Context: an optimization exercise on an open-source flow, tuned for small area. The choices shown serve that exercise and are no tape-out recipe.
The RTL was checked by simulation tests, not by an equivalence proof against the original design.
Power and IR drop assume default switching activity.

## v35
==> flow/design.v <==
`default_nettype none
package isaPkg;
	typedef logic [31:0] wordT;
	typedef logic [31:0] instrT;
	typedef logic [4:0] regAddrT;
	typedef logic [15:0] immT;
	typedef logic [5:0] opcodeT;
	typedef logic [5:0] functT;
	localparam opcodeT SPECIAL = 6'b000000;   
	localparam opcodeT ADDI = 6'b001000;
	localparam opcodeT ADDIU = 6'b001001;
	localparam opcodeT ANDI = 6'b001100;
	localparam opcodeT ORI = 6'b001101;
	localparam functT ADD = 6'b100000;
	localparam functT ADDU = 6'b100001;
	localparam functT SUB = 6'b100010;
	localparam functT SUBU = 6'b100011;
	localparam functT AND = 6'b100100;
	localparam functT OR = 6'b100101;
	localparam functT SLT = 6'b101010;
	localparam int OPCODE_LSB = 26;
	localparam int RS_LSB = 21;
	localparam int RT_LSB = 16;
	localparam int RD_LSB = 11;
	localparam int FUNCT_LSB = 0;
	localparam int IMM_LSB = 0;
endpackage
`default_nettype wire
`default_nettype none
package execPkg;
	typedef enum logic [2:0] {
		ALU_ADD,
		ALU_SUB,
		ALU_AND,
		ALU_OR,
		ALU_SLT
	} aluOpT;
	typedef enum logic [1:0] {
		ST_IDLE,
		ST_READ,
		ST_EXEC,
		ST_WRITE
	} execStateT;
	typedef logic [34:0] uopT;
endpackage
`default_nettype wire
`timescale 1ns/100ps
`default_nettype none
module coreTop
(
	input logic clk,
	input logic rst,
	input logic instrStrobe,
	input logic [31:0] instr,
	output logic busy,
	output logic halted,
	output logic wbStrobe,
	output logic [4:0] wbAddr,
	output logic [31:0] wbData
);
	logic [4:0] cnt;
	logic clearing;
	logic active;
	logic lap2;
	logic cy;
	logic [30:0] wbs;
	logic [31:0] ring [1:31];
	logic [31:0] heads;
	logic [5:0] opcode;
	logic [5:0] funct;
	logic [4:0] rs;
	logic [4:0] rt;
	logic [4:0] rd;
	logic rtype;
	logic legal;
	logic opAdd;
	logic opSub;
	logic opAnd;
	logic opOr;
	logic opSlt;
	logic useImm;
	logic [4:0] dest;
	assign opcode = instr[31:26];
	assign funct = instr[5:0];
	assign rs = instr[25:21];
	assign rt = instr[20:16];
	assign rd = instr[15:11];
	assign rtype = (opcode == 6'b000000);
	always_comb
	begin
		opAdd = 1'b0;
		opSub = 1'b0;
		opAnd = 1'b0;
		opOr = 1'b0;
		opSlt = 1'b0;
		case (opcode)
			6'b000000:
				case (funct)
					6'b100000, 6'b100001: opAdd = 1'b1;
					6'b100010, 6'b100011: opSub = 1'b1;
					6'b100100: opAnd = 1'b1;
					6'b100101: opOr = 1'b1;
					6'b101010: opSlt = 1'b1;
					default: ;
				endcase
			6'b001000, 6'b001001: opAdd = 1'b1;
			6'b001100: opAnd = 1'b1;
			6'b001101: opOr = 1'b1;
			default: ;
		endcase
	end
	assign legal = opAdd | opSub | opAnd | opOr | opSlt;
	assign useImm = !rtype;
	assign dest = rtype ? rd : rt;
	logic go;
	logic run;
	logic last;
	logic write;
	logic finish;
	assign go = instrStrobe && legal && !halted && !clearing;
	assign run = go && ((cnt == 5'd0) || active);
	assign last = !opSlt || lap2;
	assign write = run && last;
	assign finish = write && (cnt == 5'd31);
	assign busy = legal && !finish;
	assign wbStrobe = finish;
	assign wbAddr = dest;
	always_ff @(posedge clk or negedge rst)
	begin
		if (!rst)
		begin
			cnt <= '0;
			clearing <= 1'b1;
			active <= 1'b0;
			lap2 <= 1'b0;
			halted <= 1'b0;
		end
		else
		begin
			cnt <= cnt + 5'd1;
			if (cnt == 5'd31)
			begin
				clearing <= 1'b0;
				lap2 <= run && opSlt && !lap2;
			end
			active <= run && (cnt != 5'd31);
			if (instrStrobe && !legal && !halted)
				halted <= 1'b1;
		end
	end
	logic a;
	logic b;
	logic immBit;
	logic bx;
	logic cin;
	logic sum;
	logic cout;
	logic res;
	logic newBit;
	assign heads[0] = 1'b0;
	for (genvar i = 1; i < 32; i++)
	begin : gHead
		assign heads[i] = ring[i][0];
	end
	assign a = heads[rs];
	assign immBit = cnt[4] ? (instr[15] && !opcode[2]) : instr[cnt[3:0]];
	assign b = useImm ? immBit : heads[rt];
	assign bx = b ^ (opSub || opSlt);
	assign cin = (cnt == 5'd0) ? (opSub || opSlt) : cy;
	assign sum = a ^ bx ^ cin;
	assign cout = (a && bx) || (cin && (a ^ bx));
	always_comb
	begin
		if (opAnd)
			res = a && b;
		else if (opOr)
			res = a || b;
		else if (opSlt)
			res = (cnt == 5'd0) && cy;
		else
			res = sum;
	end
	assign newBit = res && !clearing;
	always_ff @(posedge clk)
	begin
		if (opSlt && !lap2 && cnt == 5'd31)
			cy <= (a ^ b) ? a : sum;   
		else
			cy <= cout;
		wbs <= {newBit, wbs[30:1]};
	end
	assign wbData = {res, wbs};
	for (genvar i = 1; i < 32; i++)
	begin : gReg
		logic we;
		assign we = clearing || (write && dest == 5'(i));
		always_ff @(posedge clk)
			ring[i] <= {we ? newBit : ring[i][0], ring[i][31:1]};
	end
endmodule
`default_nettype wire
clock: 10.0 ns
lec_check: 0
cap_margin: 20
core_margin: 2
core_utilization: 40
slew_margin: 20
run.sh (not shown) runs the stock make flow with config.mk's settings and CLKGATE_MAP_FILE= SYNTH_SCRIPT=/design/flow/synth_recipe.tcl, a recipe that flattens the netlist after the stock synthesis.
#### Input delta (v12 over v35)
==> flow/flow/run.sh (new file) <==
#!/bin/bash
# Standard ORFS layout with a leaner clock tree (no dummy loads, clkbuf_8 leaves)
# and the smallest buffer on every port. Each ORFS step logs to orfs/logs/.
set -euo pipefail
export CTS_ARGS="-sink_clustering_enable -repair_clock_nets -dont_use_dummy_load -buf_list sky130_fd_sc_hd__clkbuf_8 -sink_clustering_size 20 -sink_clustering_max_diameter 60"
export BUFFER_PORTS_ARGS="-buffer_cell sky130_fd_sc_hd__buf_1"
bash standard.sh > standard_flow.log 2>&1
==> flow/standard.sh (new file) <==
#!/bin/bash
# synth_recipe.tcl (not shown) runs the flow's synth.tcl, then flattens the netlist and writes it again
# the make line also repeats each setting of config.mk as NAME=value (left out here)
make -C /OpenROAD-flow-scripts/flow DESIGN_CONFIG=/design/flow/config.mk WORK_HOME=/design/flow/orfs CLKGATE_MAP_FILE= SYNTH_SCRIPT=/design/flow/synth_recipe.tcl "${@:-finish}"
removed: flow/run.sh
--- outcome ---
Power: v12 draws less than v35
~same die height in v12 and v35
Every stage of the flow completed for v12, and the final layout passed the timing, DRC and antenna checks.
Count of clock-buffer cells in the layout for v12: 55% down relative to v35
Delta (v12 minus v35): maximum cell stage delay along the critical path -0.59 ns, maximum vdd ir drop -44 µV.
For v35, the standard cell with the maximum stage delay on the critical path was sky130_fd_sc_hd__clkdlybuf4s50_1, unlike v12, where it was sky130_fd_sc_hd__fa_1.
Final cell area: v12 below v35
Fmax for v12: 0.011 GHz up relative to v35
Taking v35 as the reference point, the critical path depth in cells of v12 rises by 2.
The inputs of v53 differ from those of v12 as listed below.
Settings: PLACE_DENSITY now 0.7, previously not set; CORE_UTILIZATION now 60, was 40; ABC_AREA now 1, previously not set.
==> flow/run.sh (new file) <==
#!/bin/bash
# synth_recipe.tcl (not shown) runs the flow's synth.tcl, then flattens the netlist and writes it again
# the make line also repeats each setting of config.mk as NAME=value (left out here)
make -C /OpenROAD-flow-scripts/flow DESIGN_CONFIG=/design/flow/config.mk WORK_HOME=/design/flow/orfs CLKGATE_MAP_FILE= SYNTH_SCRIPT=/design/flow/synth_recipe.tcl finish
removed: flow/flow/run.sh
removed: flow/standard.sh
[summary]
In v53, total iterations of the first detailed-routing run is higher than in v12.
Per the comparison of v53 with v12, final design area excluding fillers climbed 2700 µm²; aggregate routed wire length picked up an extra 5.4 mm; die area went down by about 30%.

[port drivers added, routing unchanged]
The flow's constraints put no driver on any port. The routed layouts listed below were extracted and timed again, unchanged, in two steps. Step 1 sets driving cells, clkbuf_16 on the clock port and buf_2 on the other inputs (assumed; they add their load-dependent delay and slew). Step 2 adds t to the input delays and takes it off the output delays; t is the mean of the earliest and latest rising clock arrival at the registers after step 1. Input paths then give back, and output paths get back, about the clock's delay inside the block. Three values: ideal ports, drivers, drivers and shift; two values: the first two.
run | shift t [ns] | slack for setup (ns) | worst setup path after step 2 | slew at the worst register clock pin (ns) | cell pins on the clock port's net
v35 | 0.676 | 1.605 / 1.521 / 1.521 | input to output | 0.07 / 0.07 | 1
v12 | 0.681 | 2.307 / 2.261 / 2.261 | input to output | 0.11 / 0.11 | 1
v53 | 0.659 | 2.113 / 2.089 / 2.089 | input to output | 0.07 / 0.07 | 1
After both steps every run listed still meets setup and hold. The setup slack of v35, which loses most, moves by -0.084 ns with the drivers and by -0.084 ns with both steps.
